What follows belongs to an exercise in optimizing a design on an open flow for small area, a short achievable clock period and few clock cycles per item; a production flow would make more cautious choices. Where RTL was checked, it was by simulation tests only, not by an equivalence proof against the original. The RTL of runs 3 to 6 was laid out without a check of its function. No activity file was given, so power comes from the tool's default toggle rates.

==> flow/design.v <==
module mem_responder (
  input  logic       clk,
  input  logic       rst,
  input  logic       f_req,
  input  logic [7:0] f_addr,
  output logic       f_ack,
  output logic [7:0] f_rdata,
  input  logic       d_req,
  input  logic       d_we,
  input  logic [7:0] d_addr,
  input  logic [7:0] d_wdata,
  output logic       d_ack,
  output logic [7:0] d_rdata,
  output logic       busy
);
  logic [255:0][7:0] mem_q;
  logic [255:0][7:0] mem_d;
  logic       f_ack_q, d_ack_q, busy_q;
  logic [7:0][3:0] f_part, d_part, f_part_q, d_part_q;
  assign f_ack   = f_ack_q;
  assign d_ack   = d_ack_q;
  assign busy    = busy_q;
  for (genvar b = 0; b < 8; b++) begin : g_out
    mr_or4 u_fo (.s(f_part_q[b]), .y(f_rdata[b]));
    mr_or4 u_do (.s(d_part_q[b]), .y(d_rdata[b]));
  end
  always_ff @(posedge clk) begin
    f_ack_q <= f_req && !rst;
    d_ack_q <= d_req && !rst;
    busy_q  <= (f_req || d_req) && !rst;
  end
  logic        wen;
  logic [15:0] w_lo, w_hi, w_lo_n, w_hi_n;
  logic [255:0] row_we, row_hold;
  assign wen    = d_req && d_we && !rst;
  assign w_lo   = 16'(1) << d_addr[3:0];
  assign w_hi   = wen ? (16'(1) << d_addr[7:4]) : 16'h0000;
  assign w_lo_n = ~w_lo;
  assign w_hi_n = ~w_hi;
  for (genvar r = 0; r < 256; r++) begin : g_row
    mr_rowdec u_dec (.lo(w_lo[r % 16]), .hi(w_hi[r / 16]),
                     .lo_n(w_lo_n[r % 16]), .hi_n(w_hi_n[r / 16]),
                     .we(row_we[r]), .hold(row_hold[r]));
    for (genvar b = 0; b < 8; b++) begin : g_bit
      mr_bitnext u_nx (.q(mem_q[r][b]), .hold(row_hold[r]),
                       .wd(d_wdata[b]), .we(row_we[r]), .d(mem_d[r][b]));
    end
  end
  always_ff @(posedge clk) begin
    for (int r = 0; r < 256; r++) mem_q[r] <= mem_d[r];
  end
  mr_rdport u_frd (.addr(f_addr), .mem(mem_q), .part(f_part));
  mr_rdport u_drd (.addr(d_addr), .mem(mem_q), .part(d_part));
  always_ff @(posedge clk) begin
    f_part_q <= f_part;
    d_part_q <= d_part;
  end
endmodule
module mr_rowdec (
  input  logic lo,
  input  logic hi,
  input  logic lo_n,
  input  logic hi_n,
  output logic we,
  output logic hold
);
  assign we   = ~(lo_n | hi_n);
  assign hold = ~(lo & hi);
endmodule
module mr_bitnext (
  input  logic q,
  input  logic hold,
  input  logic wd,
  input  logic we,
  output logic d
);
  assign d = (q & hold) | (wd & we);
endmodule
module mr_rdport (
  input  logic [7:0] addr,
  input  logic [255:0][7:0] mem,
  output logic [7:0][3:0] part
);
  logic [15:0] lo, hi;
  assign lo = 16'(1) << addr[3:0];
  assign hi = 16'(1) << addr[7:4];
  for (genvar b = 0; b < 8; b++) begin : g_bit
    logic [15:0] g_n;
    for (genvar h = 0; h < 16; h++) begin : g_grp
      logic [15:0] m;
      logic [1:0]  p;
      for (genvar w = 0; w < 16; w++) begin : g_w
        assign m[w] = mem[h*16 + w][b];
      end
      mr_sel8 u_p0 (.m(m[7:0]),  .s(lo[7:0]),  .y(p[0]));
      mr_sel8 u_p1 (.m(m[15:8]), .s(lo[15:8]), .y(p[1]));
      mr_oai21 u_g (.a1(p[0]), .a2(p[1]), .b1(hi[h]), .y(g_n[h]));
    end
    for (genvar j = 0; j < 4; j++) begin : g_sum
      mr_nand4 u_s (.a(g_n[4*j]), .b(g_n[4*j + 1]), .c(g_n[4*j + 2]),
                    .d(g_n[4*j + 3]), .y(part[b][j]));
    end
  end
endmodule
module mr_sel8 (
  input  logic [7:0] m,
  input  logic [7:0] s,
  output logic       y
);
  logic [3:0] t_n;
  for (genvar k = 0; k < 4; k++) begin : g_pair
    assign t_n[k] = ~((m[2*k] & s[2*k]) | (m[2*k + 1] & s[2*k + 1]));
  end
  assign y = ~&t_n;
endmodule
module mr_nand4 (
  input  logic a, b, c, d,
  output logic y
);
  assign y = ~(a & b & c & d);
endmodule
module mr_oai21 (
  input  logic a1, a2, b1,
  output logic y
);
  assign y = ~((a1 | a2) & b1);
endmodule
module mr_or4 (
  input  logic [3:0] s,
  output logic       y
);
  logic [1:0] n;
  mr_nor2  u_n0 (.a(s[0]), .b(s[1]), .y(n[0]));
  mr_nor2  u_n1 (.a(s[2]), .b(s[3]), .y(n[1]));
  mr_nand2 u_o  (.a(n[0]), .b(n[1]), .y(y));
endmodule
module mr_nor2 (
  input  logic a, b,
  output logic y
);
  assign y = ~(a | b);
endmodule
module mr_nand2 (
  input  logic a, b,
  output logic y
);
  assign y = ~(a & b);
endmodule
==> flow/run.sh <==
#!/bin/bash
# synth_recipe.tcl (not shown) runs the flow's synth.tcl, then flattens the netlist and writes it again
# the make line also repeats each setting of config.mk as NAME=value (left out here)
make -C /OpenROAD-flow-scripts/flow DESIGN_CONFIG=/design/flow/config.mk WORK_HOME=/design/flow/orfs CLKGATE_MAP_FILE= SYNTH_SCRIPT=/design/flow/synth_recipe.tcl finish
==> flow/config.mk <==
export PLATFORM = sky130hd
export DESIGN_NAME = mem_responder
export DESIGN_NICKNAME = mem_responder
export VERILOG_FILES = /design/flow/design.v
export SDC_FILE = /design/flow/constraint.sdc
export NUM_CORES = 4
export LEC_CHECK = 0
export CAP_MARGIN = 20
export CORE_MARGIN = 2
export CORE_UTILIZATION = 40
export CTS_CLUSTER_DIAMETER = 50
export CTS_CLUSTER_SIZE = 30
export SETUP_SLACK_MARGIN = 2.4
export SLEW_MARGIN = 20
export SYNTH_HIERARCHICAL = 1
export SYNTH_MINIMUM_KEEP_SIZE = 0
export TNS_END_PERCENT = 5
==> flow/constraint.sdc <==
create_clock -name core_clock -period 5.0 [get_ports {clk}]
set_input_delay 1.0000 -clock core_clock [delete_from_list [all_inputs] [get_ports {clk}]]
set_output_delay 1.0000 -clock core_clock [all_outputs]
set_load 0.01 [all_outputs]
==> impl_results.rst, run 1 <==
.. list-table::
   :header-rows: 1

   * - Metric
     - Value
   * - Outcome
     - complete, no violations
   * - Total of warnings raised by yosys
     - 7
   * - Series of cell instances along the critical path
     - nor2_4 -> nand2_4 -> buf_6
   * - Reg2Reg Launch Point
     - mem_q[1389]$_DFF_P_
   * - EDFF count, synth
     - 0
   * - Floorplan die width
     - 463 um
   * - Layout cells sized above 1
     - 11.8%
   * - Detailed-router iteration count before antenna repair
     - 7
   * - Maxcap violations
     - 0
   * - Max Fclk
     - 0.349 GHz
   * - Kind of critical path
     - reg -> out
   * - Part of the Yosys area used for sequential elements
     - 50.3%
   * - Max-slew headroom
     - 25.8%
   * - Startpoint Class
     - register
   * - Sink count of the clock tree
     - 2115
   * - Net count after synthesis
     - 7818
   * - Unrepaired setup endpoints after global routing
     - yes
   * - Area growth from synthesis to final layout
     - 18.1%
   * - Final TNS setup
     - 0 ps
   * - Cell with the biggest individual delay on the critical path
     - sky130_fd_sc_hd__dfxtp_2
   * - Commonest register cell after synthesis
     - sky130_fd_sc_hd__dfxtp_1
   * - Clock Tree Buf Depth
     - 3
   * - Fin. max-slew vios
     - 0
   * - IO buf count
     - 47
   * - Maximum VDD drop
     - 0.318 mV
   * - Delay contributed by the slowest stage of the critical path
     - 380 ps
   * - Placeable Area
     - 0.209 mm2
   * - Worst Reg-to-Reg Cells
     - 4
   * - CTS Root Cell
     - sky130_fd_sc_hd__clkbuf_16
   * - Largest net degree at the start of global routing
     - 133
   * - Number of cells produced by synthesis
     - 7789
   * - Final count of hold timing violations
     - 0
   * - Number of hold buffers added after CTS
     - 0
   * - Post-synthesis instance area
     - 0.0841 mm2
   * - Total leakage power
     - 34.3 nW
   * - Global-route wire length before repair
     - 580 mm
   * - R2R setup slack
     - 3170 ps
   * - Worst hold path endpoint
     - mem_q[1590]$_DFF_P_
   * - HP Class
     - in -> reg
   * - Number of antenna-violating nets in the routed design
     - 0
   * - # fillers
     - 19300
   * - Count of cell types in the netlist
     - 30
   * - Critical path fanouts, max
     - 1
   * - Total track usage
     - 36.2%
   * - Period Utilization, post-route
     - 57.4%
   * - Clock transition at the registers of the reported paths
     - 80 ps
   * - Total power density per cell area
     - 357 mW/mm2
   * - TritonCTS clock tree
     - built
   * - Antenna violations before repair
     - 16
   * - Total CTS buffers
     - 197
   * - Worst slew pin tran
     - 1110 ps
   * - Die footprint
     - 0.214 mm2
   * - DRC errors left
     - 0
   * - Final Wtd Congestion
     - 1.02
   * - Hold Path Cell Cnt
     - 2
   * - Data arrival time of the critical path
     - 1870 ps
   * - Min Clock Period, post-route
     - 2870 ps
   * - Starting DRT DRC Count
     - 12900
   * - FFs w/ async S/R, synth
     - 0%
   * - CP endpoint kind
     - output pin
   * - Per-instance average area after synthesis
     - 10.8 um2
   * - Post-detailed-route via-to-cell ratio
     - 7.50
   * - Clock insertion delay at the later pin of the skew report
     - 910 ps
   * - DPL Wire Length
     - 262 mm
   * - Setup ws final
     - 2130 ps
   * - Number of synthesized register bits
     - 2115
   * - Worst hold start
     - d_wdata[6]
   * - Endpoint of the worst register-to-register path
     - f_part_q[22]$_DFF_P_
   * - I/O pins
     - 48
   * - Worst-case clock skew
     - 32.6 ps
   * - Die H
     - 463 um
   * - Total setup violations reported at the end of the flow
     - 0
   * - Required @ worst endpoint
     - 4000 ps
   * - Total gr overflow
     - 0
   * - Initial cell density of the core
     - 40.2%
   * - Routed len/inst
     - 36.4 um
   * - CTS HTree Levels
     - 4
   * - Via Count
     - 84600
   * - Pre-CTS setup slack
     - 631 ps
   * - Final Net Count
     - 8327
   * - Num rows
     - 168
   * - Final routed wirelength across all metal layers
     - 411 mm
   * - Vias in the first global route
     - 78100
==> Yosys cell counts (3+ instances only) <==
library cell               number  area share, %
sky130_fd_sc_hd__nand4_1      577            4.3
sky130_fd_sc_hd__nor2b_1        6          0.045
sky130_fd_sc_hd__dfxtp_1     2115             50
sky130_fd_sc_hd__nand3_1       13          0.077
sky130_fd_sc_hd__a22oi_1     2048             18
sky130_fd_sc_hd__nor4b_2       16           0.29
sky130_fd_sc_hd__or2_2          3          0.022
sky130_fd_sc_hd__and4_1         4          0.042
sky130_fd_sc_hd__nor2_1       305            1.4
sky130_fd_sc_hd__o21ai_1      256            1.5
sky130_fd_sc_hd__nand2b_1       6          0.045
sky130_fd_sc_hd__nor3_1        13          0.077
sky130_fd_sc_hd__buf_4         16           0.14
sky130_fd_sc_hd__nor4_2         4          0.060
sky130_fd_sc_hd__buf_2         11          0.065
sky130_fd_sc_hd__nand2_1      289            1.3
sky130_fd_sc_hd__and4bb_2      25           0.37
sky130_fd_sc_hd__a22o_1      2048             21
sky130_fd_sc_hd__and4b_1       16           0.19
==> layer usage <==
layer / GRT usage (%) / wire length (um) / share of wire (%) / vias up
met5: 0 / 102 / 0.025 / -
met4: 22.0 / 29200 / 7.1 / 14
met3: 11.0 / 52000 / 13 / 1367
met2: 52.4 / 171000 / 42 / 6398
met1: 47.1 / 158000 / 38 / 42100
li1: - / - / - / 34700
==> power breakdown <==
part / internal [W] / total, W / switching, W
clock network: 0.00839 / 0.0164 / 0.00804
registers: 0.0171 / 0.0173 / 0.000225
logic: 0.000460 / 0.00175 / 0.00129
==> modules after synthesis, one instance, submodules excluded, a selection <==
| module | cells inside | cell area (um2) | flops+latches | times used |
|---|---|---|---|---|
| mem_responder | 2221 | 42900 | 2115 | 1 |
| mr_rdport | 40 | 453 | 0 | 2 |
| mr_sel8 | 5 | 36.3 | 0 | 512 |
| mr_bitnext | 1 | 8.76 | 0 | 2048 |
| mr_rowdec | 2 | 7.51 | 0 | 256 |
| mr_nand4 | 1 | 6.26 | 0 | 64 |
| mr_oai21 | 1 | 5.00 | 0 | 256 |
| mr_nand2 | 1 | 3.75 | 0 | 16 |
| mr_nor2 | 1 | 3.75 | 0 | 32 |
==> cells by family (layout without fill, tap and decap cells) <==
group | count (synthesis) | in the layout | share of synthesized area (%)
flip-flops | 2115 | 2115 | 50.3
other | 0 | 12 | 0
AO/OA/AOI/OAI | 4352 | 4352 | 41.1
buffers and inverters | 29 | 695 | 0.217
AND/OR/NAND/NOR | 1293 | 1305 | 8.31
==> flip-flops by register name, indices dropped and copies added (netlist names) <==
signal / flops
busy_q: 1
d_ack_q: 1
f_ack_q: 1
d_part_q: 32
mem_q: 2048
f_part_q: 32
==> cell usage in the layout (no fill, tap or decap), drive strengths merged, types with 6 or more instances in the layout <==
| master | n |
|---|---|
| nor2b | 6 |
| clkinvlp | 7 |
| bufinv | 10 |
| nor4b | 16 |
| clkinv | 54 |
| nand4 | 577 |
| nand3 | 13 |
| nand2 | 289 |
| inv | 86 |
| dfxtp | 2115 |
| nor2 | 305 |
| diode | 12 |
| and4b | 22 |
| buf | 313 |
| a22oi | 2048 |
| and4bb | 31 |
| nor3 | 13 |
| a22o | 2048 |
| o21ai | 256 |
| nand2b | 6 |
| clkdlybuf4s50 | 11 |
| clkbuf | 213 |
==> worst max-delay path: cells and delay by family (launching register included) <==
family / cells / cell delay, ps
simple gates: 2 / 430
flops: 1 / 380
buf+inv: 1 / 150
==> what timing repair did <==
| item | 4_1_cts | 5_1_grt |
|---|---|---|
| cloned | 12 | 0 |
| gates resized for setup | 408 | 12 |
| endpoints found under the setup margin | 2124 | 1764 |
| setup buffers | 15 | 0 |
| pin swaps | 40 | 2 |
==> stage by stage <==
step | util [%] | hold slack, ps | cell area [um2] | cells | total power [W]
3_5_place_dp | 43.5 | 495 | 91200 | 10900 | 0.0193
5_1_grt | 47.4 | 406 | 99300 | 11300 | 0.0362
4_1_cts | 47.4 | 383 | 99300 | 11300 | 0.0354
2_1_floorplan | - | 478 | 84300 | 7789 | 0.0182
6_report | 47.4 | 414 | 99300 | 11300 | 0.0355
3_3_place_gp | 43.5 | 489 | 91200 | 10900 | 0.0193
==> how the worst max path moves through the flow <==
stage                   startpoint              endpoint  slack [ps]  depth (start not counted)
3_5_place_dp             d_addr[3]  d_part_q[11]$_DFF_P_         630                          9
3_3_place_gp             f_addr[0]  f_part_q[22]$_DFF_P_         680                          7
2_1_floorplan            f_addr[3]  f_part_q[10]$_DFF_P_          70                          6
4_1_cts        f_part_q[8]$_DFF_P_            f_rdata[2]        2160                          3
6_report       f_part_q[9]$_DFF_P_            f_rdata[2]        2130                          3
5_1_grt        f_part_q[9]$_DFF_P_            f_rdata[2]        2120                          3
==> cell type report <==
| type | count | area [um2] | area share, % |
|---|---|---|---|
| multi-input cells | 5657 | 42800 | 43.1 |
| inverters | 2 | 10.0 | 0.0101 |
| clock inverters | 155 | 1920 | 1.93 |
| well taps | 2805 | 3510 | 3.53 |
| repair buffers | 325 | 3550 | 3.58 |
| flip-flops and latches | 2115 | 42400 | 42.7 |
| clock buffers | 213 | 5100 | 5.14 |
| diodes | 12 | 30.0 | 0.0302 |
Testbench counts, summed over its fixed seeds: cycles 3,200, items 6,400.
==> run 2, diff against run 1 <==
--- a/flow/config.mk
+++ b/flow/config.mk
@@ -8,10 +8,9 @@
 export CAP_MARGIN = 20
 export CORE_MARGIN = 2
-export CORE_UTILIZATION = 40
-export CTS_CLUSTER_DIAMETER = 50
-export CTS_CLUSTER_SIZE = 30
-export SETUP_SLACK_MARGIN = 2.4
+export CORE_UTILIZATION = 55
+export CTS_CLUSTER_DIAMETER = 60
+export CTS_CLUSTER_SIZE = 20
+export SETUP_SLACK_MARGIN = 2.6
 export SLEW_MARGIN = 20
 export SYNTH_HIERARCHICAL = 1
 export SYNTH_MINIMUM_KEEP_SIZE = 0
-export TNS_END_PERCENT = 5
==> run 2 against run 1 <==
Still clean on timing, DRC and antenna. Non-clock buffer count grew 61. Via count increased by 2.2%. Flip-flop and latch count stayed put. Critical path depth unchanged. Count of clock-buffer cells in the layout fell by 32. Fmax grew 4.4%. Synthesized area unchanged. Cell count down 7.1%. Hold slack better by 99 ps. Register-to-register slack better by 70 ps. Largest cell class unchanged. Largest power group unchanged.
==> impl_results.rst, run 2 <==
.. list-table::
   :header-rows: 1

   * - Metric
     - Value
   * - Cell with the most instances after synthesis
     - sky130_fd_sc_hd__dfxtp_1
   * - Fin. max-slew vios
     - 0
   * - Total gr overflow
     - 0
   * - Top library cells by usage in the layout, fill and taps aside
     - sky130_fd_sc_hd__dfxtp_1, sky130_fd_sc_hd__a22o_1, sky130_fd_sc_hd__a22oi_1
   * - Dominant cells by area after synthesis
     - sky130_fd_sc_hd__dfxtp_1, sky130_fd_sc_hd__a22o_1, sky130_fd_sc_hd__a22oi_1
   * - DRC errors left
     - 0
   * - Routed len/inst
     - 39.0 um
   * - Worst-case clock skew
     - 35.3 ps
   * - Layout cells sized above 1
     - 15.1%
   * - Cell with the biggest individual delay on the critical path
     - sky130_fd_sc_hd__dfxtp_4
   * - Number of antenna-violating nets in the routed design
     - 0
   * - Data arrival time of the critical path
     - 1750 ps
   * - Fraction of power spent switching nets
     - 25.6%
   * - Share of power burned in combinational logic
     - 5.9%
   * - CP top delay family
     - flip-flops
   * - Floorplan die width
     - 395 um
   * - Yosys top cell area share
     - 50.3%
   * - Largest register by flop count
     - mem_q
   * - Initial cell density of the core
     - 55.4%
   * - TritonCTS clock tree
     - built
   * - Area growth from synthesis to final layout
     - 18.1%
   * - Antenna violations before repair
     - 18
   * - Total leakage power
     - 34.3 nW
   * - Critical path fanouts, max
     - 1
   * - Total track usage
     - 49.5%
   * - Number of synthesized register bits
     - 2115
   * - Clock Tree Buf Depth
     - 3
   * - Final count of hold timing violations
     - 0
   * - FFs w/ async S/R, synth
     - 0%
   * - Final Net Count
     - 8345
   * - Final Wtd Congestion
     - 1.04
   * - Total CTS buffers
     - 148
   * - Cell Count, Final, Fillers Out
     - 10500
   * - Total of warnings raised by yosys
     - 7
   * - Num rows
     - 143
   * - Via Count
     - 86500
   * - Post-route standard cell area excluding fillers
     - 0.0993 mm2
   * - Starting DRT DRC Count
     - 15000
   * - Max Fclk
     - 0.364 GHz
   * - Worst hold margin
     - 513 ps
   * - Clock transition at the registers of the reported paths
     - 80 ps
   * - Seq pwr share
     - 53.4%
   * - CTS HTree Levels
     - 4
   * - Period Utilization, post-route
     - 54.9%
   * - Die footprint
     - 0.156 mm2
   * - Unrepaired setup endpoints after global routing
     - yes
   * - I/O pins
     - 48
   * - Commonest register cell after synthesis
     - sky130_fd_sc_hd__dfxtp_1
   * - EDFF count, synth
     - 0
   * - Part of the Yosys area used for sequential elements
     - 50.3%
   * - Post-route total power
     - 0.0324 W
   * - Buffer and inverter count on the worst path
     - 1
   * - Startpoint Class
     - register
   * - Detailed-router iteration count before antenna repair
     - 10
   * - Post-synthesis instance area
     - 0.0841 mm2
   * - Post-synth top cells
     - sky130_fd_sc_hd__dfxtp_1, sky130_fd_sc_hd__a22o_1, sky130_fd_sc_hd__a22oi_1
   * - Series of cell instances along the critical path
     - nor2_4 -> nand2_4 -> buf_6
   * - Clock insertion delay at the later pin of the skew report
     - 830 ps
   * - Post-detailed-route via-to-cell ratio
     - 8.25
   * - Cell count after placement
     - 10100
   * - Max reg flops
     - 2048
   * - Delay contributed by the slowest stage of the critical path
     - 400 ps
   * - Global-route wire length before repair
     - 574 mm
   * - Vias in the first global route
     - 78300
   * - Total power density per cell area
     - 327 mW/mm2
   * - Placeable Area
     - 0.152 mm2
   * - HP Class
     - reg -> reg
   * - Per-instance average area after synthesis
     - 10.8 um2
   * - Kind of critical path
     - reg -> out
   * - IO buf count
     - 47
   * - Final TNS setup
     - 0 ps
   * - Library cell with the largest summed area after synthesis
     - sky130_fd_sc_hd__dfxtp_1
   * - Most common cell after layout, fill and taps aside
     - sky130_fd_sc_hd__dfxtp_1
   * - Net count after synthesis
     - 7818
   * - Int Pwr
     - 0.0241 W
   * - CP endpoint kind
     - output pin
   * - Count of cell types in the netlist
     - 30
   * - Sink count of the clock tree
     - 2115
   * - R2R setup slack
     - 3240 ps
   * - Placed standard-cell area
     - 0.0904 mm2
   * - Clock power share
     - 40.7%
   * - Number of cells produced by synthesis
     - 7789
   * - Required @ worst endpoint
     - 4000 ps
   * - Min Clock Period, post-route
     - 2750 ps
   * - Maximum VDD drop
     - 0.364 mV
   * - Registers with the highest flip-flop counts
     - mem_q (2048), d_part_q (32), f_part_q (32)
   * - Worst slew pin tran
     - 1150 ps
   * - Maxcap violations
     - 0
   * - Total setup violations reported at the end of the flow
     - 0
   * - Die H
     - 395 um
   * - Outcome
     - complete, no violations
   * - Number of hold buffers added after CTS
     - 0
   * - DPL Wire Length
     - 253 mm
   * - Switching power
     - 0.00830 W
   * - Max-slew headroom
     - 23.6%
   * - Final routed wirelength across all metal layers
     - 409 mm
   * - CTS Root Cell
     - sky130_fd_sc_hd__clkbuf_16
   * - Largest net degree at the start of global routing
     - 94
==> run 2: cell counts after synthesis <==
No cell type changed its count.
==> run 2: path summary, 6_finish.rpt <==
path | start | endpoint | cells after the start
max | d_part_q[9]$_DFF_P_ | d_rdata[2] | 3
max reg2reg | mem_q[1181]$_DFF_P_ | f_part_q[22]$_DFF_P_ | 4
min | mem_q[136]$_DFF_P_ | mem_q[136]$_DFF_P_ | 1
min reg2reg | mem_q[136]$_DFF_P_ | mem_q[136]$_DFF_P_ | 1
==> run 2: cells by family (layout without fill, tap and decap cells) <==
kind of cell           after synthesis  after routing  share of synthesized area (%)
AOI/OAI and AO/OA                 4352           4352                           41.1
buffers and inverters               29            652                          0.217
and+or+nand+nor                   1293           1311                           8.31
DFF                               2115           2115                           50.3
other                                0             20                              0
==> run 2: layer usage <==
| metal | share of wire [%] | global-route usage [%] | vias to the layer above |
|---|---|---|---|
| met5 | 0.073 | 0.462 | - |
| met4 | 7.7 | 29.4 | 20 |
| met3 | 17 | 21.8 | 1828 |
| met2 | 39 | 67.2 | 7743 |
| met1 | 36 | 64.4 | 42200 |
| li1 | - | - | 34700 |
==> run 2: area by class of cell <==
class	count	area, um2
fillers	12200	52600
diodes	20	50.0
well taps	2030	2540
clock buffers	181	4080
flip-flops and latches	2115	42400
clock inverters	83	971
multi-input cells	5663	44400
inverters	2	12.5
repair buffers	386	4820
==> run 2: repair_timing <==
action / in CTS / in global routing
cloned: 22 / 7
endpoints found under the setup margin: 2131 / 1922
endpoints found under the hold margin: 0 / 0
setup buffers: 56 / 13
gates resized for setup: 801 / 132
pin swaps: 64 / 49
==> run 2: modules after synthesis, one instance, submodules excluded, excerpt <==
module / times used / cells / area (um2) / flip-flops and latches
mr_sel8: 512 / 5 / 36.3 / 0
mr_rdport: 2 / 40 / 453 / 0
mr_nor2: 32 / 1 / 3.75 / 0
mem_responder: 1 / 2221 / 42900 / 2115
mr_nand4: 64 / 1 / 6.26 / 0
mr_oai21: 256 / 1 / 5.00 / 0
mr_nand2: 16 / 1 / 3.75 / 0
mr_rowdec: 256 / 2 / 7.51 / 0
mr_bitnext: 2048 / 1 / 8.76 / 0
==> run 2: power by group through the flow <==
stage                     clock network, W  registers, W  logic [W]
after floorplan                          0        0.0176   0.000594
after global placement                   0        0.0177    0.00157
after detailed placement                 0        0.0177    0.00159
after CTS                           0.0131        0.0173    0.00173
after global routing                0.0138        0.0173    0.00186
final                               0.0132        0.0173    0.00190
==> run 2: stage by stage <==
stage          util, %  setup WS [ps]
3_3_place_gp      59.5            606
3_5_place_dp      59.5            527
4_1_cts           64.8           2280
6_report          65.4           2250
5_1_grt           65.3           2280
2_1_floorplan        -           71.4
==> run 3, diff against run 2 <==
--- a/flow/design.v
+++ b/flow/design.v
@@ -17,12 +17,11 @@
   logic [255:0][7:0] mem_d;
   logic       f_ack_q, d_ack_q, busy_q;
-  logic [7:0][3:0] f_part, d_part, f_part_q, d_part_q;
+  logic [7:0] f_rdata_q, d_rdata_q;
+  logic [7:0] f_rd, d_rd;
   assign f_ack   = f_ack_q;
   assign d_ack   = d_ack_q;
   assign busy    = busy_q;
-  for (genvar b = 0; b < 8; b++) begin : g_out
-    mr_or4 u_fo (.s(f_part_q[b]), .y(f_rdata[b]));
-    mr_or4 u_do (.s(d_part_q[b]), .y(d_rdata[b]));
-  end
+  assign f_rdata = f_rdata_q;
+  assign d_rdata = d_rdata_q;
   always_ff @(posedge clk) begin
     f_ack_q <= f_req && !rst;
@@ -50,9 +49,9 @@
     for (int r = 0; r < 256; r++) mem_q[r] <= mem_d[r];
   end
-  mr_rdport u_frd (.addr(f_addr), .mem(mem_q), .part(f_part));
-  mr_rdport u_drd (.addr(d_addr), .mem(mem_q), .part(d_part));
+  mr_rdport u_frd (.addr(f_addr), .mem(mem_q), .rd(f_rd));
+  mr_rdport u_drd (.addr(d_addr), .mem(mem_q), .rd(d_rd));
   always_ff @(posedge clk) begin
-    f_part_q <= f_part;
-    d_part_q <= d_part;
+    f_rdata_q <= f_rd;
+    d_rdata_q <= d_rd;
   end
 endmodule
@@ -80,5 +79,5 @@
   input  logic [7:0] addr,
   input  logic [255:0][7:0] mem,
-  output logic [7:0][3:0] part
+  output logic [7:0] rd
 );
   logic [15:0] lo, hi;
@@ -97,8 +96,10 @@
       mr_oai21 u_g (.a1(p[0]), .a2(p[1]), .b1(hi[h]), .y(g_n[h]));
     end
+    logic [3:0] s;
     for (genvar j = 0; j < 4; j++) begin : g_sum
       mr_nand4 u_s (.a(g_n[4*j]), .b(g_n[4*j + 1]), .c(g_n[4*j + 2]),
-                    .d(g_n[4*j + 3]), .y(part[b][j]));
+                    .d(g_n[4*j + 3]), .y(s[j]));
     end
+    mr_or4 u_o (.a(s[0]), .b(s[1]), .c(s[2]), .d(s[3]), .y(rd[b]));
   end
 endmodule
@@ -127,22 +128,7 @@
 endmodule
 module mr_or4 (
-  input  logic [3:0] s,
-  output logic       y
-);
-  logic [1:0] n;
-  mr_nor2  u_n0 (.a(s[0]), .b(s[1]), .y(n[0]));
-  mr_nor2  u_n1 (.a(s[2]), .b(s[3]), .y(n[1]));
-  mr_nand2 u_o  (.a(n[0]), .b(n[1]), .y(y));
-endmodule
-module mr_nor2 (
-  input  logic a, b,
+  input  logic a, b, c, d,
   output logic y
 );
-  assign y = ~(a | b);
+  assign y = a | b | c | d;
 endmodule
-module mr_nand2 (
-  input  logic a, b,
-  output logic y
-);
-  assign y = ~(a & b);
-endmodule
--- a/flow/config.mk
+++ b/flow/config.mk
@@ -8,8 +8,5 @@
 export CAP_MARGIN = 20
 export CORE_MARGIN = 2
-export CORE_UTILIZATION = 55
-export CTS_CLUSTER_DIAMETER = 60
-export CTS_CLUSTER_SIZE = 20
-export SETUP_SLACK_MARGIN = 2.6
+export CORE_UTILIZATION = 40
 export SLEW_MARGIN = 20
 export SYNTH_HIERARCHICAL = 1
==> run 3 against run 2 <==
Still clean. Synthesized area down 1.2%. Non-clock buffer count up 101. Utilization down 17 points. Worst setup slack worse by 1200 ps. Sequential power about the same. Hold slack worse by 3.8 ps. Final area about the same. Clock skew up 11 ps. Global-route usage down 12 points. Wire length up 2.0%. Critical path type is now in -> reg.
==> impl_results.rst, run 3 <==
.. list-table::
   :header-rows: 1

   * - Metric
     - Value
   * - Outcome
     - complete, no violations
   * - Number of hold buffers added after CTS
     - 0
   * - Total setup violations reported at the end of the flow
     - 0
   * - Worst-case clock skew
     - 45.9 ps
   * - Area growth from synthesis to final layout
     - 19.5%
   * - Max reg flops
     - 2048
   * - Die H
     - 460 um
   * - DPL Wire Length
     - 277 mm
   * - Startpoint Class
     - primary input
   * - Post-detailed-route via-to-cell ratio
     - 7.49
   * - Kind of critical path
     - in -> reg
   * - Total track usage
     - 37.7%
   * - Required @ worst endpoint
     - 5780 ps
   * - Most common cell after layout, fill and taps aside
     - sky130_fd_sc_hd__dfxtp_1
   * - Clock insertion delay at the later pin of the skew report
     - 920 ps
   * - Top library cells by usage in the layout, fill and taps aside
     - sky130_fd_sc_hd__dfxtp_1, sky130_fd_sc_hd__a22o_1, sky130_fd_sc_hd__a22oi_1
   * - Maxcap violations
     - 0
   * - Final count of hold timing violations
     - 0
   * - TritonCTS clock tree
     - built
   * - Final routed wirelength across all metal layers
     - 417 mm
   * - Commonest register cell after synthesis
     - sky130_fd_sc_hd__dfxtp_1
   * - Antenna violations before repair
     - 27
   * - Die footprint
     - 0.211 mm2
   * - Registers with the highest flip-flop counts
     - mem_q (2048), d_rdata_q (8), f_rdata_q (8)
   * - Post-synthesis instance area
     - 0.0831 mm2
   * - Starting DRT DRC Count
     - 13500
   * - Layout cells sized above 1
     - 10.7%
   * - Final TNS setup
     - 0 ps
   * - DRC errors left
     - 0
   * - IO buf count
     - 47
   * - Cells resized by post-CTS repair
     - 0
   * - Max-slew headroom
     - 22.4%
   * - Post-synth top cells
     - sky130_fd_sc_hd__dfxtp_1, sky130_fd_sc_hd__a22o_1, sky130_fd_sc_hd__a22oi_1
   * - Maximum VDD drop
     - 0.393 mV
   * - Critical path fanouts, max
     - 37
   * - CTS Root Cell
     - sky130_fd_sc_hd__clkbuf_16
   * - Min Clock Period, post-route
     - 3960 ps
   * - HP Class
     - reg -> reg
   * - I/O pins
     - 48
   * - Delay contributed by the slowest stage of the critical path
     - 670 ps
   * - Global-route wire length before repair
     - 588 mm
   * - Worst slew pin tran
     - 1160 ps
   * - Series of cell instances along the critical path
     - clkdlybuf4s50_1 -> buf_4 -> and4bb_4 -> buf_12 -> a22oi_1 -> nand4_1 -> o21ai_1 -> nand4_1 -> or4_1
   * - Num rows
     - 167
   * - Part of the Yosys area used for sequential elements
     - 49.8%
   * - EDFF count, synth
     - 0
   * - Most prevalent standard cell on the critical path
     - sky130_fd_sc_hd__nand4_1
   * - CP endpoint kind
     - register
   * - Sink count of the clock tree
     - 2067
   * - Placeable Area
     - 0.207 mm2
   * - Pre-CTS setup slack
     - 260 ps
   * - Unrepaired setup endpoints after global routing
     - no
   * - Largest register by flop count
     - mem_q
   * - Fin. max-slew vios
     - 0
   * - Cell Count, Final, Fillers Out
     - 11300
   * - Data arrival time of the critical path
     - 4740 ps
   * - Total power density per cell area
     - 363 mW/mm2
   * - CTS HTree Levels
     - 4
   * - Setup ws final
     - 1040 ps
   * - Clock transition at the registers of the reported paths
     - 60 ps
   * - Yosys top cell area share
     - 49.8%
   * - Number of antenna-violating nets in the routed design
     - 0
   * - Vias in the first global route
     - 78400
   * - Total gr overflow
     - 0
   * - Routed len/inst
     - 36.9 um
   * - Initial cell density of the core
     - 40.2%
   * - Total setup buffers inserted after CTS
     - 0
   * - Cell count after placement
     - 10900
   * - Library cell with the largest summed area after synthesis
     - sky130_fd_sc_hd__dfxtp_1
   * - Max Fclk
     - 0.252 GHz
   * - Count of cell types in the netlist
     - 31
   * - Per-instance average area after synthesis
     - 10.8 um2
   * - Clock Tree Buf Depth
     - 3
   * - Period Utilization, post-route
     - 79.3%
   * - Floorplan die width
     - 460 um
   * - Dominant cells by area after synthesis
     - sky130_fd_sc_hd__dfxtp_1, sky130_fd_sc_hd__a22o_1, sky130_fd_sc_hd__a22oi_1
   * - Final Net Count
     - 8417
   * - Number of synthesized register bits
     - 2067
   * - Net count after synthesis
     - 7738
   * - Final Wtd Congestion
     - 1.01
   * - Total of warnings raised by yosys
     - 7
   * - Total CTS buffers
     - 217
   * - Largest net degree at the start of global routing
     - 97
   * - Cell with the biggest individual delay on the critical path
     - sky130_fd_sc_hd__or4_1
   * - FFs w/ async S/R, synth
     - 0%
   * - Via Count
     - 84700
   * - Detailed-router iteration count before antenna repair
     - 7
   * - Total leakage power
     - 34.9 nW
   * - # fillers
     - 19100
   * - Number of cells produced by synthesis
     - 7709
   * - Cell with the most instances after synthesis
     - sky130_fd_sc_hd__dfxtp_1
==> run 3: final timing paths <==
kind | start | to | slack (ps) | depth (start not counted)
setup / recovery | f_addr[2] | f_rdata_q[3]$_DFF_P_ | 1040 | 9
setup reg to reg | mem_q[449]$_DFF_P_ | f_rdata_q[1]$_DFF_P_ | 2180 | 5
hold / removal | mem_q[1403]$_DFF_P_ | mem_q[1403]$_DFF_P_ | 510 | 1
hold reg to reg | mem_q[1403]$_DFF_P_ | mem_q[1403]$_DFF_P_ | 510 | 1
==> run 3: layer usage <==
layer / track usage, % / wire length, um
met1: 48.5 / 160000
met5: 0 / 107
met4: 24.8 / 31300
met3: 10.5 / 50400
met2: 55.2 / 175000
==> run 3: critical path, delay by kind of cell <==
kind,cells,cell delay (ps)
compound gates,2,680
buf+inv,3,990
simple gates,4,1950
==> run 3: cell families (layout without fill, tap and decap cells) <==
logic type / Yosys count / in the layout / synth area share (%)
AO/OA/AOI/OAI: 4352 / 4352 / 41.6
buffers and inverters: 29 / 891 / 0.220
flip-flops: 2067 / 2067 / 49.8
other: 0 / 24 / 0
AND/OR/NAND/NOR: 1261 / 1261 / 8.34
==> run 3: cell type report <==
type | instances | area, um2 | share of cell area, %
diodes | 24 | 60.1 | 0.0605
inverters | 2 | 7.51 | 0.00756
clock buffers | 296 | 6190 | 6.23
multi-input cells | 5613 | 41900 | 42.2
well taps | 2704 | 3380 | 3.41
repair buffers | 487 | 4940 | 4.98
clock inverters | 106 | 1430 | 1.44
flip-flops and latches | 2067 | 41400 | 41.7
==> run 3: report_power, final <==
part	total [W]	switching (W)	internal, W
clock	0.0173	0.00733	0.0100
combinational	0.00176	0.00128	0.000476
sequential	0.0170	0.000239	0.0167
==> run 3: metrics by stage <==
step / util, % / total power [W] / instance area (um2) / hold WS [ps]
finish: 48.0 / 0.0361 / 99300 / 510
global route: 48.0 / 0.0368 / 99200 / 522
CTS: 48.0 / 0.0360 / 99200 / 510
detailed placement: 44.3 / 0.0190 / 91600 / 495
global placement: 44.3 / 0.0190 / 91600 / 489
floorplan: - / 0.0178 / 83200 / 478
==> run 3: modules after synthesis (local to each module, per instance) <==
module         cells  cell area (um2)
mem_responder   2173            41900
mr_rdport         40              453
mr_sel8            5             36.3
mr_bitnext         1             8.76
mr_or4             1             7.51
mr_rowdec          2             7.51
mr_nand4           1             6.26
mr_oai21           1             5.00
==> run 4, diff against run 3 <==
--- a/flow/config.mk
+++ b/flow/config.mk
@@ -9,4 +9,5 @@
 export CORE_MARGIN = 2
 export CORE_UTILIZATION = 40
+export SETUP_SLACK_MARGIN = 2.6
 export SLEW_MARGIN = 20
 export SYNTH_HIERARCHICAL = 1
==> run 4 against run 3 <==
Synthesized area is the same. Synthesized cell count is the same. Global-route usage grew 4.1 points.
==> impl_results.rst, run 4 <==
.. list-table::
   :header-rows: 1

   * - Metric
     - Value
   * - Part of the Yosys area used for sequential elements
     - 49.8%
   * - Number of cells produced by synthesis
     - 7709
   * - Cell Count, Final, Fillers Out
     - 11600
   * - CTS Root Cell
     - sky130_fd_sc_hd__clkbuf_16
   * - EDFF count, synth
     - 0
   * - Required @ worst endpoint
     - 5790 ps
   * - Maxcap violations
     - 0
   * - Vias in the first global route
     - 82100
   * - Critical path fanouts, max
     - 14
   * - Series of cell instances along the critical path
     - buf_12 -> buf_16 -> and4b_4 -> buf_4 -> bufbuf_16 -> a22oi_1 -> nand4_1 -> o21ai_2 -> nand4_1 -> or4_1 -> buf_4
   * - Seq pwr share
     - 46.1%
   * - Final count of hold timing violations
     - 0
   * - Num rows
     - 167
   * - Max-slew headroom
     - 25.5%
   * - Initial cell density of the core
     - 40.2%
   * - Registers with the highest flip-flop counts
     - mem_q (2048), d_rdata_q (8), f_rdata_q (8)
   * - Global-route wire length before repair
     - 637 mm
   * - Floorplan die width
     - 460 um
   * - Library cell with the largest summed area after synthesis
     - sky130_fd_sc_hd__dfxtp_1
   * - Max reg flops
     - 2048
   * - CP top delay family
     - simple AND/OR/NAND/NOR gates
   * - Post-synth top cells
     - sky130_fd_sc_hd__dfxtp_1, sky130_fd_sc_hd__a22o_1, sky130_fd_sc_hd__a22oi_1
   * - HP Class
     - reg -> reg
   * - Clock transition at the registers of the reported paths
     - 60 ps
   * - Yosys top cell area share
     - 49.8%
   * - Number of synthesized register bits
     - 2067
   * - Period Utilization, post-route
     - 65.1%
   * - Total gr overflow
     - 0
   * - Number of antenna-violating nets in the routed design
     - 0
   * - Sink count of the clock tree
     - 2067
   * - Total area of multi-input combinational cells
     - 0.0441 mm2
   * - CP endpoint kind
     - register
   * - Fraction of power spent switching nets
     - 25.1%
   * - Final Net Count
     - 8682
   * - # fillers
     - 18200
   * - Area growth from synthesis to final layout
     - 28.0%
   * - Worst-case clock skew
     - 45.8 ps
   * - DPL Wire Length
     - 278 mm
   * - Startpoint Class
     - primary input
   * - Pre-CTS setup slack
     - 340 ps
   * - Starting DRT DRC Count
     - 15000
   * - Net count after synthesis
     - 7738
   * - Final Wtd Congestion
     - 1.06
   * - I/O pins
     - 48
   * - Top library cells by usage in the layout, fill and taps aside
     - sky130_fd_sc_hd__dfxtp_1, sky130_fd_sc_hd__a22o_1, sky130_fd_sc_hd__a22oi_1
   * - Dominant cells by area after synthesis
     - sky130_fd_sc_hd__dfxtp_1, sky130_fd_sc_hd__a22o_1, sky130_fd_sc_hd__a22oi_1
   * - Antenna violations before repair
     - 38
   * - Total of warnings raised by yosys
     - 7
   * - Total CTS buffers
     - 218
   * - Detailed-router iteration count before antenna repair
     - 13
   * - Placeable Area
     - 0.207 mm2
   * - DRC errors left
     - 0
   * - Final routed wirelength across all metal layers
     - 468 mm
   * - Count of cell types in the netlist
     - 31
   * - Per-instance average area after synthesis
     - 10.8 um2
   * - Die H
     - 460 um
   * - Via Count
     - 89800
   * - Maximum VDD drop
     - 0.447 mV
   * - Buffer and inverter count on the worst path
     - 5
   * - Share of power burned in combinational logic
     - 6.0%
   * - Unrepaired setup endpoints after global routing
     - yes
   * - Outcome
     - complete, no violations
   * - Cell with the biggest individual delay on the critical path
     - sky130_fd_sc_hd__or4_1
   * - CTS HTree Levels
     - 4
   * - Total setup violations reported at the end of the flow
     - 0
   * - Clock insertion delay at the later pin of the skew report
     - 930 ps
   * - Setup ws final
     - 1750 ps
   * - Die footprint
     - 0.211 mm2
   * - Total track usage
     - 41.8%
   * - Total power density per cell area
     - 346 mW/mm2
   * - Clock Tree Buf Depth
     - 3
   * - Cell count after placement
     - 10900
   * - Cell with the most instances after synthesis
     - sky130_fd_sc_hd__dfxtp_1
   * - Most common cell after layout, fill and taps aside
     - sky130_fd_sc_hd__dfxtp_1
   * - IO buf count
     - 47
   * - Data arrival time of the critical path
     - 4050 ps
   * - Fin. max-slew vios
     - 0
   * - Routed len/inst
     - 40.4 um
   * - Int Pwr
     - 0.0276 W
   * - Commonest register cell after synthesis
     - sky130_fd_sc_hd__dfxtp_1
   * - Worst slew pin tran
     - 1110 ps
   * - TritonCTS clock tree
     - built
   * - Post-layout utilization of the core
     - 51.4%
   * - Max Fclk
     - 0.307 GHz
   * - FFs w/ async S/R, synth
     - 0%
   * - Post-detailed-route via-to-cell ratio
     - 7.75
   * - Final TNS setup
     - 0 ps
   * - Min Clock Period, post-route
     - 3250 ps
   * - Post-synthesis instance area
     - 0.0831 mm2
   * - Clock power share
     - 47.9%
   * - Delay contributed by the slowest stage of the critical path
     - 620 ps
   * - Worst hold margin
     - 510 ps
   * - Largest net degree at the start of global routing
     - 91
   * - Layout cells sized above 1
     - 19.0%
   * - Switching power
     - 0.00923 W
   * - Largest register by flop count
     - mem_q
   * - Total leakage power
     - 37.4 nW
   * - Register area
     - 0.0414 mm2
   * - Kind of critical path
     - in -> reg
run 4: cell counts after synthesis:
No cell type changed its count.
run 4: layer usage:
layer  wire [um]  vias up  global-route usage [%]
met3       73900     2290                    18.9
met2      183000     8150                    57.2
li1            -    35400                       -
met5         610        -                   0.551
met4       45900       26                    32.1
met1      165000    43900                    50.6
run 4: path summary, 6_finish.rpt:
kind	start	to	slack, ps	depth (start not counted)
worst max-delay path	d_addr[1]	d_rdata_q[4]$_DFF_P_	1750	11
worst min register to register	mem_q[248]$_DFF_P_	mem_q[248]$_DFF_P_	510	1
worst min-delay path	mem_q[248]$_DFF_P_	mem_q[248]$_DFF_P_	510	1
worst max register to register	mem_q[1004]$_DFF_P_	d_rdata_q[4]$_DFF_P_	2330	6
run 4: Yosys stat by module (local to each module, per instance):
module         cell area [um2]  flops+latches
mr_oai21                  5.00              0
mr_bitnext                8.76              0
mr_rowdec                 7.51              0
mr_nand4                  6.26              0
mr_rdport                  453              0
mem_responder            41900           2067
mr_sel8                   36.3              0
mr_or4                    7.51              0
run 4: cell families after synthesis:
| group | share of synthesized area (%) |
|---|---|
| AOI/OAI and AO/OA | 41.6 |
| buffers and inverters | 0.220 |
| DFF | 49.8 |
| and+or+nand+nor | 8.34 |
run 4: worst register-to-register path, stage by stage, from the launching register on:
cell	delay [ps]
sky130_fd_sc_hd__dfxtp_1	350
sky130_fd_sc_hd__a22oi_2	200
sky130_fd_sc_hd__nand4_1	370
sky130_fd_sc_hd__o21ai_2	350
sky130_fd_sc_hd__nand4_1	490
sky130_fd_sc_hd__or4_1	670
sky130_fd_sc_hd__buf_4	140
run 4: layout make-up:
class                      instances  share of cell area, %
clock inverter                   104                   1.26
sequential                      2067                   39.0
timing repair buffer             746                   8.95
tap                             2704                   3.18
clock buffer                     307                   6.02
antenna                           37                 0.0871
multi-input combinational       5618                   41.5
inverter                           2                 0.0200
run 4: power groups by stage:
stage	Combinational [W]	Clock (W)	Sequential, W
finish	0.00221	0.0176	0.0170
floorplan	0.000604	0	0.0172
CTS	0.00200	0.0176	0.0170
global route	0.00216	0.0183	0.0170
detailed placement	0.00168	0	0.0173
global placement	0.00166	0	0.0173
run 4: per-stage QoR:
step | power [W] | area, um2
floorplan | 0.0179 | 83600
global route | 0.0374 | 106000
finish | 0.0368 | 106000
global placement | 0.0190 | 92100
CTS | 0.0365 | 105000
detailed placement | 0.0190 | 92200
run 4: repair_timing:
action / 4_1_cts / 5_1_grt
resized for setup: 662 / 186
hold buffers: 0 / 0
gates cloned: 62 / 11
pin swaps: 219 / 135
setup endpoints to repair: 2083 / 1004
setup buffers: 139 / 24
==> run 5, diff against run 4 <==
--- a/flow/design.v
+++ b/flow/design.v
@@ -17,11 +17,12 @@
   logic [255:0][7:0] mem_d;
   logic       f_ack_q, d_ack_q, busy_q;
-  logic [7:0] f_rdata_q, d_rdata_q;
-  logic [7:0] f_rd, d_rd;
+  logic [7:0][1:0] f_part_n, d_part_n, f_part_n_q, d_part_n_q;
   assign f_ack   = f_ack_q;
   assign d_ack   = d_ack_q;
   assign busy    = busy_q;
-  assign f_rdata = f_rdata_q;
-  assign d_rdata = d_rdata_q;
+  for (genvar b = 0; b < 8; b++) begin : g_out
+    mr_nand2 u_fo (.a(f_part_n_q[b][0]), .b(f_part_n_q[b][1]), .y(f_rdata[b]));
+    mr_nand2 u_do (.a(d_part_n_q[b][0]), .b(d_part_n_q[b][1]), .y(d_rdata[b]));
+  end
   always_ff @(posedge clk) begin
     f_ack_q <= f_req && !rst;
@@ -49,9 +50,9 @@
     for (int r = 0; r < 256; r++) mem_q[r] <= mem_d[r];
   end
-  mr_rdport u_frd (.addr(f_addr), .mem(mem_q), .rd(f_rd));
-  mr_rdport u_drd (.addr(d_addr), .mem(mem_q), .rd(d_rd));
+  mr_rdport u_frd (.addr(f_addr), .mem(mem_q), .part_n(f_part_n));
+  mr_rdport u_drd (.addr(d_addr), .mem(mem_q), .part_n(d_part_n));
   always_ff @(posedge clk) begin
-    f_rdata_q <= f_rd;
-    d_rdata_q <= d_rd;
+    f_part_n_q <= f_part_n;
+    d_part_n_q <= d_part_n;
   end
 endmodule
@@ -79,5 +80,5 @@
   input  logic [7:0] addr,
   input  logic [255:0][7:0] mem,
-  output logic [7:0] rd
+  output logic [7:0][1:0] part_n
 );
   logic [15:0] lo, hi;
@@ -101,5 +102,6 @@
                     .d(g_n[4*j + 3]), .y(s[j]));
     end
-    mr_or4 u_o (.a(s[0]), .b(s[1]), .c(s[2]), .d(s[3]), .y(rd[b]));
+    mr_nor2 u_n0 (.a(s[0]), .b(s[1]), .y(part_n[b][0]));
+    mr_nor2 u_n1 (.a(s[2]), .b(s[3]), .y(part_n[b][1]));
   end
 endmodule
@@ -127,8 +129,14 @@
   assign y = ~((a1 | a2) & b1);
 endmodule
-module mr_or4 (
-  input  logic a, b, c, d,
+module mr_nor2 (
+  input  logic a, b,
   output logic y
 );
-  assign y = a | b | c | d;
+  assign y = ~(a | b);
 endmodule
+module mr_nand2 (
+  input  logic a, b,
+  output logic y
+);
+  assign y = ~(a & b);
+endmodule
--- a/flow/config.mk
+++ b/flow/config.mk
@@ -9,5 +9,7 @@
 export CORE_MARGIN = 2
 export CORE_UTILIZATION = 40
-export SETUP_SLACK_MARGIN = 2.6
+export CTS_CLUSTER_DIAMETER = 80
+export CTS_CLUSTER_SIZE = 25
+export SETUP_SLACK_MARGIN = 2.4
 export SLEW_MARGIN = 20
 export SYNTH_HIERARCHICAL = 1
==> run 5 against run 4 <==
Still clean. Clock power decreased by about 30%. Global-route usage decreased by 1.1 points. Utilization decreased by 2.8 points. Flip-flop and latch count increased by 16. Via count decreased by 2.9%. Die area increased by 0.46%. Largest power group is now sequential cells.
==> impl_results.rst, run 5 <==
.. list-table::
   :header-rows: 1

   * - Metric
     - Value
   * - Initial cell density of the core
     - 40.3%
   * - HP Class
     - reg -> reg
   * - Cell with the most instances after synthesis
     - sky130_fd_sc_hd__dfxtp_1
   * - Starting DRT DRC Count
     - 14800
   * - Antenna violations before repair
     - 35
   * - Top library cells by usage in the layout, fill and taps aside
     - sky130_fd_sc_hd__dfxtp_1, sky130_fd_sc_hd__a22o_1, sky130_fd_sc_hd__a22oi_1
   * - Min Clock Period, post-route
     - 2880 ps
   * - Number of synthesized register bits
     - 2083
   * - Outcome
     - complete, no violations
   * - Global-route wire length before repair
     - 624 mm
   * - Registers with the highest flip-flop counts
     - mem_q (2048), d_part_n_q (16), f_part_n_q (16)
   * - TritonCTS clock tree
     - built
   * - Worst-case clock skew
     - 54.0 ps
   * - Worst Reg-to-Reg Cells
     - 5
   * - Die footprint
     - 0.212 mm2
   * - DRC errors left
     - 0
   * - Via Count
     - 87200
   * - CTS Root Cell
     - sky130_fd_sc_hd__clkbuf_16
   * - Post-route standard cell area excluding fillers
     - 0.101 mm2
   * - Total power density per cell area
     - 314 mW/mm2
   * - Max reg flops
     - 2048
   * - Die H
     - 461 um
   * - Total CTS buffers
     - 131
   * - Cell count after placement
     - 10900
   * - I/O pins
     - 48
   * - Number of antenna-violating nets in the routed design
     - 0
   * - Hold Path Cell Cnt
     - 1
   * - Vias in the first global route
     - 79300
   * - Cell with the biggest individual delay on the critical path
     - sky130_fd_sc_hd__nand4_1
   * - Maxcap violations
     - 0
   * - Layout cells sized above 1
     - 14.9%
   * - Clock transition at the registers of the reported paths
     - 100 ps
   * - Largest register by flop count
     - mem_q
   * - Clock insertion delay at the later pin of the skew report
     - 860 ps
   * - Final Net Count
     - 8525
   * - Placeable Area
     - 0.207 mm2
   * - Per-instance average area after synthesis
     - 10.8 um2
   * - Total leakage power
     - 34.9 nW
   * - Library cell with the largest summed area after synthesis
     - sky130_fd_sc_hd__dfxtp_1
   * - Kind of critical path
     - in -> reg
   * - Series of cell instances along the critical path
     - buf_16 -> clkbuf_16 -> nor4_4 -> buf_4 -> buf_4 -> buf_6 -> a22oi_2 -> nand4_1 -> o21ai_4 -> nand4_1 -> nor2_1
   * - Max Fclk
     - 0.347 GHz
   * - CTS HTree Levels
     - 4
   * - Critical path fanouts, max
     - 24
   * - Fin. max-slew vios
     - 0
   * - Area growth from synthesis to final layout
     - 20.7%
   * - IO buf count
     - 47
   * - Total setup violations reported at the end of the flow
     - 0
   * - Cell Count, Final, Fillers Out
     - 11400
   * - Unrepaired setup endpoints after global routing
     - yes
   * - Placed standard-cell area
     - 0.0913 mm2
   * - FFs w/ async S/R, synth
     - 0%
   * - Sink count of the clock tree
     - 2083
   * - Startpoint Class
     - primary input
   * - Total gr overflow
     - 0
   * - Maximum VDD drop
     - 0.401 mV
   * - Routed len/inst
     - 40.5 um
   * - Final Wtd Congestion
     - 1.00
   * - Final routed wirelength across all metal layers
     - 462 mm
   * - Number of cells produced by synthesis
     - 7757
   * - EDFF count, synth
     - 0
   * - Worst slew pin tran
     - 1090 ps
   * - Max-slew headroom
     - 27.1%
   * - Final count of hold timing violations
     - 0
   * - Post-synth top cells
     - sky130_fd_sc_hd__dfxtp_1, sky130_fd_sc_hd__a22o_1, sky130_fd_sc_hd__a22oi_1
   * - Post-detailed-route via-to-cell ratio
     - 7.65
   * - Cell count along the critical path
     - 11
   * - Detailed-router iteration count before antenna repair
     - 8
   * - Count of cell types in the netlist
     - 30
   * - Required @ worst endpoint
     - 5780 ps
   * - Post-synthesis instance area
     - 0.0835 mm2
   * - Pre-CTS setup slack
     - 304 ps
   * - Delay contributed by the slowest stage of the critical path
     - 600 ps
   * - Worst hold margin
     - 515 ps
   * - Num rows
     - 167
   * - Part of the Yosys area used for sequential elements
     - 50.0%
   * - Floorplan die width
     - 461 um
   * - CP endpoint kind
     - register
   * - Total of warnings raised by yosys
     - 7
   * - Total track usage
     - 40.7%
   * - Most common cell after layout, fill and taps aside
     - sky130_fd_sc_hd__dfxtp_1
   * - Data arrival time of the critical path
     - 3660 ps
   * - Largest net degree at the start of global routing
     - 93
   * - DPL Wire Length
     - 280 mm
   * - Net count after synthesis
     - 7786
   * - Period Utilization, post-route
     - 57.7%
   * - Dominant cells by area after synthesis
     - sky130_fd_sc_hd__dfxtp_1, sky130_fd_sc_hd__a22o_1, sky130_fd_sc_hd__a22oi_1
   * - Yosys top cell area share
     - 50.0%
   * - Commonest register cell after synthesis
     - sky130_fd_sc_hd__dfxtp_1
   * - CP top delay family
     - simple AND/OR/NAND/NOR gates
   * - Buffer and inverter count on the worst path
     - 5
   * - Setup ws final
     - 2120 ps
   * - Clock Tree Buf Depth
     - 3
==> run 5: cell types whose count changed after synthesis <==
cell / change
sky130_fd_sc_hd__dfxtp_1: +16
sky130_fd_sc_hd__nand2_1: +16
sky130_fd_sc_hd__nor2_1: +32
sky130_fd_sc_hd__or4_1: -16
==> run 5: worst paths after layout <==
kind	from	endpoint	slack, ps
min	mem_q[884]$_DFF_P_	mem_q[884]$_DFF_P_	520
max reg2reg	mem_q[283]$_DFF_P_	d_part_n_q[6]$_DFF_P_	2770
max	d_addr[2]	d_part_n_q[12]$_DFF_P_	2120
min reg2reg	mem_q[884]$_DFF_P_	mem_q[884]$_DFF_P_	520
==> run 5: metrics by stage <==
step | setup TNS [ps] | util (%) | power, W
after global placement | 0 | 44.0 | 0.0191
after floorplan | -123 | - | 0.0180
after detailed placement | 0 | 44.0 | 0.0191
after global routing | 0 | 48.6 | 0.0322
after CTS | 0 | 47.6 | 0.0314
final | 0 | 48.6 | 0.0316
==> run 5: metal layers <==
layer / global-route usage (%) / part of all wire [%]
met3: 12.7 / 14
met5: 0.0459 / 0.063
met4: 30.0 / 9.3
met2: 58.6 / 41
met1: 50.9 / 36
==> run 5: final cells by class <==
type | count | area [um2]
tap | 2788 | 3490
fill | 19200 | 107000
clock buffer | 146 | 3490
sequential | 2083 | 41800
antenna | 17 | 42.5
multi-input combinational | 5661 | 43500
inverter | 2 | 7.51
clock inverter | 83 | 1020
timing repair buffer | 617 | 7400
==> run 5: power by group <==
| group | leakage (nW) | switching [W] | internal, W |
|---|---|---|---|
| registers | 16.8 | 0.000236 | 0.0168 |
| logic | 15.9 | 0.00147 | 0.000615 |
| clock network | 2.17 | 0.00668 | 0.00576 |
| total | 34.9 | 0.00838 | 0.0232 |
==> run 5: Yosys stat by module (local to each module, per instance) <==
module	cells	area (um2)
mr_bitnext	1	8.76
mem_responder	2189	42300
mr_rdport	40	453
mr_nand4	1	6.26
mr_rowdec	2	7.51
mr_oai21	1	5.00
mr_sel8	5	36.3
mr_nand2	1	3.75
mr_nor2	1	3.75
==> run 5: kinds of logic (layout without fill, tap and decap cells) <==
group,count (synthesis),count (layout),synth area share [%]
compound gates,4352,4352,41.4
simple gates,1293,1309,8.38
buf+inv,29,848,0.219
other cells,0,17,0
flops,2083,2083,50.0
==> run 5: worst reg2reg max path, cell delays in order, from the launching register on <==
cell,delay [ps]
sky130_fd_sc_hd__dfxtp_1,350
sky130_fd_sc_hd__a22oi_2,300
sky130_fd_sc_hd__nand4_1,270
sky130_fd_sc_hd__o21ai_2,300
sky130_fd_sc_hd__nand4_1,670
sky130_fd_sc_hd__nor2_1,270
==> run 5: what timing repair did <==
| item | 4_1_cts | 5_1_grt |
|---|---|---|
| pin swaps | 78 | 142 |
| cloned | 41 | 22 |
| hold buffers | 0 | 0 |
| setup endpoints to repair | 2091 | 459 |
| gates resized for setup | 439 | 216 |
| setup buffers | 92 | 69 |
| endpoints found under the hold margin | 0 | 0 |
==> run 6, diff against run 5 <==
--- a/flow/config.mk
+++ b/flow/config.mk
@@ -11,5 +11,5 @@
 export CTS_CLUSTER_DIAMETER = 80
 export CTS_CLUSTER_SIZE = 25
-export SETUP_SLACK_MARGIN = 2.4
+export SETUP_SLACK_MARGIN = 2.7
 export SLEW_MARGIN = 20
 export SYNTH_HIERARCHICAL = 1
==> run 6 against run 5 <==
Via count rose by 3.1%. Still clean. Sequential share of layout area fell by 2.3 points. Utilization rose by 2.8 points. Final area rose by 5.8%. Clock power barely moved. Cell count rose by 1.7%. Count of clock-buffer cells in the layout fell by 15. Critical path depth did not move. Wire length rose by 4.2%. Synthesized area did not move. First-iteration DRC count rose by 7.9%. Global-route usage rose by 1.4 points. Critical endpoint is now d_part_n_q[1]$_DFF_P_.
==> impl_results.rst, run 6 <==
.. list-table::
   :header-rows: 1

   * - Metric
     - Value
   * - Outcome
     - complete, no violations
   * - Max reg flops
     - 2048
   * - Unrepaired setup endpoints after global routing
     - yes
   * - I/O pins
     - 48
   * - Global-route wire length before repair
     - 642 mm
   * - Net count after synthesis
     - 7786
   * - Registers with the highest flip-flop counts
     - mem_q (2048), d_part_n_q (16), f_part_n_q (16)
   * - Post-synthesis instance area
     - 0.0835 mm2
   * - Data arrival time of the critical path
     - 3610 ps
   * - Total track usage
     - 42.2%
   * - Number of synthesized register bits
     - 2083
   * - HP Class
     - reg -> reg
   * - Post-layout utilization of the core
     - 51.5%
   * - Worst-case clock skew
     - 62.5 ps
   * - Top library cells by usage in the layout, fill and taps aside
     - sky130_fd_sc_hd__dfxtp_1, sky130_fd_sc_hd__a22o_1, sky130_fd_sc_hd__a22oi_1
   * - Max Fclk
     - 0.353 GHz
   * - Post-synth top cells
     - sky130_fd_sc_hd__dfxtp_1, sky130_fd_sc_hd__a22o_1, sky130_fd_sc_hd__a22oi_1
   * - Yosys top cell area share
     - 50.0%
   * - Delay contributed by the slowest stage of the critical path
     - 600 ps
   * - Post-detailed-route via-to-cell ratio
     - 7.76
   * - Final Wtd Congestion
     - 1.00
   * - Worst Reg-to-Reg Cells
     - 5
   * - Library cell with the largest summed area after synthesis
     - sky130_fd_sc_hd__dfxtp_1
   * - Worst slew pin tran
     - 1130 ps
   * - Critical path fanouts, max
     - 8
   * - Cell with the biggest individual delay on the critical path
     - sky130_fd_sc_hd__nand4_1
   * - Via Count
     - 89900
   * - Number of antenna-violating nets in the routed design
     - 0
   * - FFs w/ async S/R, synth
     - 0%
   * - Cell with the most instances after synthesis
     - sky130_fd_sc_hd__dfxtp_1
   * - Total power density per cell area
     - 297 mW/mm2
   * - Met3 routed wirelength
     - 73.2 mm
   * - Clock insertion delay at the later pin of the skew report
     - 870 ps
   * - # fillers
     - 18600
   * - IO buf count
     - 47
   * - Sink count of the clock tree
     - 2083
   * - Total gr overflow
     - 0
   * - Number of hold buffers added after CTS
     - 0
   * - Largest register by flop count
     - mem_q
   * - Maxcap violations
     - 0
   * - Placeable Area
     - 0.207 mm2
   * - Endpoint of the worst register-to-register path
     - d_part_n_q[1]$_DFF_P_
   * - Total setup violations reported at the end of the flow
     - 0
   * - Uppermost metal layer occupied by signal nets
     - met5
   * - Worst hold start
     - mem_q[1160]$_DFF_P_
   * - Total length of routed met2 wires
     - 189 mm
   * - Vias in the first global route
     - 81000
   * - R2R setup slack
     - 2890 ps
   * - Detailed-router iteration count before antenna repair
     - 9
   * - Commonest register cell after synthesis
     - sky130_fd_sc_hd__dfxtp_1
   * - Period Utilization, post-route
     - 56.6%
   * - Total of warnings raised by yosys
     - 7
   * - Series of cell instances along the critical path
     - buf_16 -> buf_8 -> buf_6 -> and4bb_4 -> buf_12 -> buf_12 -> a22oi_2 -> nand4_1 -> o21ai_2 -> nand4_1 -> nor2_1
   * - Worst hold margin
     - 518 ps
   * - CP top delay family
     - simple AND/OR/NAND/NOR gates
   * - Final Net Count
     - 8716
   * - Starting DRT DRC Count
     - 16000
   * - Required @ worst endpoint
     - 5780 ps
   * - Dominant cells by area after synthesis
     - sky130_fd_sc_hd__dfxtp_1, sky130_fd_sc_hd__a22o_1, sky130_fd_sc_hd__a22oi_1
   * - Kind of critical path
     - in -> reg
   * - Floorplan die width
     - 461 um
   * - CP endpoint kind
     - register
   * - Buffer and inverter count on the worst path
     - 5
   * - Number of cells produced by synthesis
     - 7757
   * - EDFF count, synth
     - 0
   * - Reg2Reg Launch Point
     - mem_q[1624]$_DFF_P_
   * - Fin. max-slew vios
     - 0
   * - Max-slew headroom
     - 24.4%
   * - Cell count after placement
     - 11000
   * - Clock Tree Buf Depth
     - 3
   * - Die H
     - 461 um
   * - Worst hold path endpoint
     - mem_q[1160]$_DFF_P_
   * - Total CTS buffers
     - 121
   * - Min Clock Period, post-route
     - 2830 ps
   * - Final routed wirelength across all metal layers
     - 481 mm
   * - Cell Count, Final, Fillers Out
     - 11600
   * - CTS Root Cell
     - sky130_fd_sc_hd__clkbuf_16
   * - Per-instance average area after synthesis
     - 10.8 um2
   * - TritonCTS clock tree
     - built
   * - Part of the Yosys area used for sequential elements
     - 50.0%
   * - Total leakage power
     - 36.9 nW
   * - Num rows
     - 167
   * - Count of cell types in the netlist
     - 30
   * - Final count of hold timing violations
     - 0
   * - Post-route total power
     - 0.0317 W
   * - Maximum VDD drop
     - 0.317 mV
   * - Clock transition at the registers of the reported paths
     - 90 ps
   * - Cell count along the critical path
     - 11
   * - Largest net degree at the start of global routing
     - 95
   * - DRT met1 WL
     - 174 mm
   * - Die footprint
     - 0.212 mm2
   * - DPL Wire Length
     - 280 mm
   * - Antenna violations before repair
     - 29
   * - CTS HTree Levels
     - 3
   * - Most common cell after layout, fill and taps aside
     - sky130_fd_sc_hd__dfxtp_1
   * - Startpoint Class
     - primary input
   * - Layout cells sized above 1
     - 21.9%
   * - DRC errors left
     - 0
   * - Routed len/inst
     - 41.5 um
   * - Initial cell density of the core
     - 40.3%
   * - Area growth from synthesis to final layout
     - 27.8%
   * - Hold Path Cell Cnt
     - 1
[run 6: cell counts after synthesis]
Identical to the previous run, type by type.
[run 6: worst max path at each step]
stage | startpoint | to | slack (ps)
after detailed placement | f_addr[0] | f_part_n_q[11]$_DFF_P_ | 450
after global placement | d_addr[3] | d_part_n_q[1]$_DFF_P_ | 510
after global routing | d_addr[3] | d_part_n_q[7]$_DFF_P_ | 2330
after floorplan | d_addr[0] | d_part_n_q[0]$_DFF_P_ | -10
final | d_addr[0] | d_part_n_q[1]$_DFF_P_ | 2170
after CTS | d_part_n_q[11]$_DFF_P_ | d_rdata[5] | 2400
[run 6: per-stage QoR]
| step | TNS, ps | area, um2 | setup WS, ps |
|---|---|---|---|
| after detailed placement | 0 | 92000 | 450 |
| after CTS | 0 | 104000 | 2400 |
| after global routing | 0 | 107000 | 2330 |
| final | 0 | 107000 | 2170 |
| after floorplan | -123 | 83800 | -10.5 |
| after global placement | 0 | 92000 | 512 |
[run 6: Yosys stat by module (local to each module, per instance), excerpt]
module         area [um2]  flip-flops and latches  copies in the design  cells
mem_responder       42300                    2083                     1   2189
mr_bitnext           8.76                       0                  2048      1
mr_nand2             3.75                       0                    16      1
mr_nand4             6.26                       0                    64      1
mr_nor2              3.75                       0                    32      1
mr_oai21             5.00                       0                   256      1
mr_rowdec            7.51                       0                   256      2
mr_sel8              36.3                       0                   512      5
[run 6: worst register-to-register path, cell delays in order (launching register included)]
cell and delay [ps]:
sky130_fd_sc_hd__dfxtp_1 360, sky130_fd_sc_hd__a22oi_2 250, sky130_fd_sc_hd__nand4_1 240, sky130_fd_sc_hd__o21ai_2 340
sky130_fd_sc_hd__nand4_1 600, sky130_fd_sc_hd__nor2_1 260
[run 6: metal layers]
layer	track usage, %	up-vias
met1	53.4	44200
met5	0.459	-
met2	58.3	8131
li1	-	35400
met4	30.6	20
met3	15.6	2179
[run 6: cell type report]
type / count / area, um2 / share of cell area [%]
clock buffers: 131 / 3110 / 2.91
inverters: 2 / 21.3 / 0.0199
flip-flops and latches: 2083 / 41800 / 39.2
well taps: 2788 / 3490 / 3.27
clock inverters: 92 / 1220 / 1.14
repair buffers: 821 / 11500 / 10.8
multi-input cells: 5658 / 45500 / 42.7
diodes: 16 / 40.0 / 0.0375
[run 6: kinds of logic after synthesis]
logic type      count (synthesis)  share of synthesized area (%)
compound gates               4352                           41.4
flops                        2083                           50.0
buf+inv                        29                          0.219
simple gates                 1293                           8.38
[run 6: power by group]
part	internal [W]	total, W	switching (W)
registers	0.0168	0.0171	0.000248
clock network	0.00533	0.0121	0.00680
logic	0.000804	0.00243	0.00163
[run 6: timing repair]
| action | CTS | global route |
|---|---|---|
| pin swaps | 228 | 249 |
| gates resized for setup | 875 | 493 |
| cloned | 82 | 26 |
| buffers inserted | 217 | 75 |
| endpoints found under the setup margin | 2099 | 1935 |

-- separate check: timing with driven ports --
In the flow no input, the clock included, has a driving cell. The finished layouts below were timed again as built, in two steps. Step 1 assumes that a clkbuf_16 drives the clock port and a buf_2 every other input. Step 2 adds t to the input delays and takes it off the output delays; t is the mean of the earliest and latest rising clock arrival at the registers after step 1. Input paths then give back, and output paths get back, about the clock's delay inside the block. Slacks: ideal ports / drivers / drivers and shift; pairs: ideal ports / drivers.
run | t, ns | slack for setup (ns) | worst hold slack (ns)
run 1 | 0.988 | 2.132 / 2.027 / 1.104 | 0.414 / 0.361 / 0.509
run 2 | 0.901 | 2.253 / 2.160 / 1.403 | 0.513 / 0.513 / 0.513
run 3 | 0.984 | 1.037 / 1.085 / 0.101 | 0.510 / 0.510 / 0.510
run 4 | 0.998 | 1.746 / 1.762 / 0.763 | 0.510 / 0.510 / 0.510
run 5 | 0.940 | 2.117 / 2.021 / 1.081 | 0.515 / 0.515 / 0.515
run 6 | 0.941 | 2.168 / 2.152 / 1.212 | 0.518 / 0.518 / 0.518
After both steps every run listed still meets setup and hold. For run 5, which loses most, drivers alone change the setup slack by -0.096 ns; drivers and shift together by -1.036 ns.
